This design comes from an exercise in tuning for small area, a short achievable clock period and few clock cycles per item on the open sky130 flow, not from production work.
Function was checked by simulation only, so behaviour that the tests miss may differ from the original.

v4:
## hsl_to_rgb_converter_unit
module hsl_to_rgb_converter_unit
(
  input  logic             clk_i,
  input  logic             rst_ni,
  input  logic             in_valid_i,
  output logic             in_ready_o,
  input  logic [hsl2rgb_pkg::HueW-1:0]  hue_degrees_i,
  input  logic [hsl2rgb_pkg::PctW-1:0]  saturation_pct_i,
  input  logic [hsl2rgb_pkg::PctW-1:0]  lightness_pct_i,
  output logic             out_valid_o,
  input  logic             out_ready_i,
  output logic [hsl2rgb_pkg::ChanW-1:0] red_o,
  output logic [hsl2rgb_pkg::ChanW-1:0] green_o,
  output logic [hsl2rgb_pkg::ChanW-1:0] blue_o
);
Settings: LEC_CHECK=0, ABC_CLOCK_PERIOD_IN_PS=4500, CAP_MARGIN=20, CORE_MARGIN=2, CORE_UTILIZATION=40, CTS_BUF_LIST=sky130_fd_sc_hd__clkbuf_4 sky130_fd_sc_hd__clkbuf_8, SETUP_SLACK_MARGIN=4.75, SLEW_MARGIN=20; clock period 9.5 ns.
standard.sh (not shown) runs the stock make flow with config.mk's settings and CLKGATE_MAP_FILE= SYNTH_SCRIPT=/design/flow/synth_recipe.tcl, a recipe that flattens the netlist after the stock synthesis.
==> flow/flow/run.sh <==
#!/bin/bash
# Layout flow: the standard flow, with one netlist step between synthesis and floorplan.
# flow/polfix.py removes inverters around the full and half adders of the synthesized
# netlist (full adders are self-dual, so some may work on complemented signals); the
# registers and every other cell stay as synthesis made them. Each tool's output goes to
# a log of its own: synth.log, polfix.log, layout.log.
set -euo pipefail
R=orfs/results/sky130hd/hsl_to_rgb_converter_unit/base
bash standard.sh synth > synth.log 2>&1
cp "$R/1_2_yosys.v" yosys_netlist.v
python3 flow/polfix.py yosys_netlist.v "$R/1_2_yosys.v" > polfix.log 2>&1
bash standard.sh > layout.log 2>&1
Other scripts of this flow, unchanged in this note and not shown: flow/flow/polfix.py
v4: all stages complete, timing, DRC and antenna checks passed
Testbench counts of v4, summed over its fixed seeds: cycles 12,032, items 12,000.
### v4 -> v33
--- a/flow/design.v
+++ b/flow/design.v
@@ -135,17 +135,17 @@
   hsl2rgb_fa u_s20 (.a_i(y11), .b_i(s12), .c_i(s5), .s_o(s20), .y_o(y20));
   hsl2rgb_fa u_s21 (.a_i(y12), .b_i(s13), .c_i(s7), .s_o(s21), .y_o(y21));
   hsl2rgb_fa u_s22 (.a_i(y13), .b_i(s14), .c_i(p38), .s_o(s22), .y_o(y22));
   hsl2rgb_fa u_s23 (.a_i(y14), .b_i(s15), .c_i(p39), .s_o(s23), .y_o(y23));
   hsl2rgb_fa u_s24 (.a_i(y15), .b_i(p34), .c_i(p40), .s_o(s24), .y_o(y24));
   logic [12:0] r0, r1, sum;
   assign r0 = {1'b0, y24, y23, y22, y21, y20, y19, y18, y17, y16, s16, p1, p0};
   assign r1 = {1'b0, p41, s24, s23, s22, s21, s20, s19, s18, s17, p14, p7, 1'b0};
-  assign sum = r0 + r1;
+  hsl2rgb_ks #(.W(13), .L(4)) u_add (.a_i(r0), .b_i(r1), .s_o(sum));
   assign sum_o = sum[12:0];
 endmodule
 module hsl2rgb_add_q (
   input  logic [5:0] m_i,
   input  logic [6:0] s_i,
   input  logic [6:0] l_i,
   output logic [13:0] sum_o
 );
@@ -245,17 +245,17 @@
   hsl2rgb_fa u_s41 (.a_i(y30), .b_i(s31), .c_i(s19), .s_o(s41), .y_o(y41));
   hsl2rgb_fa u_s42 (.a_i(y31), .b_i(s32), .c_i(s21), .s_o(s42), .y_o(y42));
   hsl2rgb_fa u_s43 (.a_i(y32), .b_i(s33), .c_i(s23), .s_o(s43), .y_o(y43));
   hsl2rgb_fa u_s44 (.a_i(y33), .b_i(s34), .c_i(l_i[6]), .s_o(s44), .y_o(y44));
   hsl2rgb_fa u_s45 (.a_i(y34), .b_i(y24), .c_i(l_i[6]), .s_o(s45), .y_o(y45));
   logic [13:0] r0, r1, sum;
   assign r0 = {y45, y44, y43, y42, y41, y40, y39, y38, y37, y36, y35, s35, p1, p0};
   assign r1 = {1'b0, s45, s44, s43, s42, s41, s40, s39, s38, s37, s36, l_i[0], p7, 1'b0};
-  assign sum = r0 + r1;
+  hsl2rgb_ks #(.W(14), .L(4)) u_add (.a_i(r0), .b_i(r1), .s_o(sum));
   assign sum_o = sum[13:0];
 endmodule
 module hsl2rgb_mul_r (
   input  logic [12:0] c_i,
   input  logic [2:0] one_i,
   input  logic [2:0] two_i,
   input  logic [2:0] sgn_i,
   input  logic [6:0] l_i,
[summary]
- Between v33 and v4, clock period minus final worst setup slack is higher for v33, v4 comes in under that.
- Between v33 and v4, the utilization does not differ in any meaningful way.
- v4 reports its launching instance or port of the critical path as u_cut_b.g_reg.q[21] while v33 reports u_cut_c.g_reg.q[44].
- v33 vs v4 — die area climbed slightly
- v33 vs. v4: final clock period utilization by the worst path now sits higher; combined area of the multi-input logic cells now sits higher.
- Met1 layer usage reported by global route: v33 lower than v4
- Looking at critical path depth, v33 sits 1 lower than v4 does.
- Comparing v33 and v4, the higher overall routing resource usage was measured on v4.
- The lower setup slack came out of v33.
Testbench counts of v33, summed over its fixed seeds: cycles 12,032, items 12,000.

-- afterwards: timing with drivers on the ports --
The flow's constraints put no driver on any port. The routed layouts listed below were extracted and timed again, unchanged, in two steps.
Step 1, drivers: a clkbuf_16 drives clk_i and a buf_2 each remaining input, both assumed.
Step 2 times the ports against the registers' clock, not the clock port: input delays grow and output delays shrink by t, the midpoint of the rising clock arrivals with the driver on.
Slacks: ideal ports / drivers / drivers and shift; pairs: ideal ports / drivers.
run | shift t [ns] | setup WS [ns] | hold WS [ns] | slew at the worst register clock pin (ns)
v4 | 0.522 | 4.916 / 4.916 / 4.684 | 0.424 / 0.424 / 0.424 | 0.10 / 0.10
v33 | 0.532 | 4.834 / 4.834 / 4.834 | 0.435 / 0.435 / 0.435 | 0.11 / 0.11
After both steps setup and hold are still met in every run listed. For v4, which loses most, drivers alone change the setup slack by 0.000 ns; drivers and shift together by -0.232 ns.
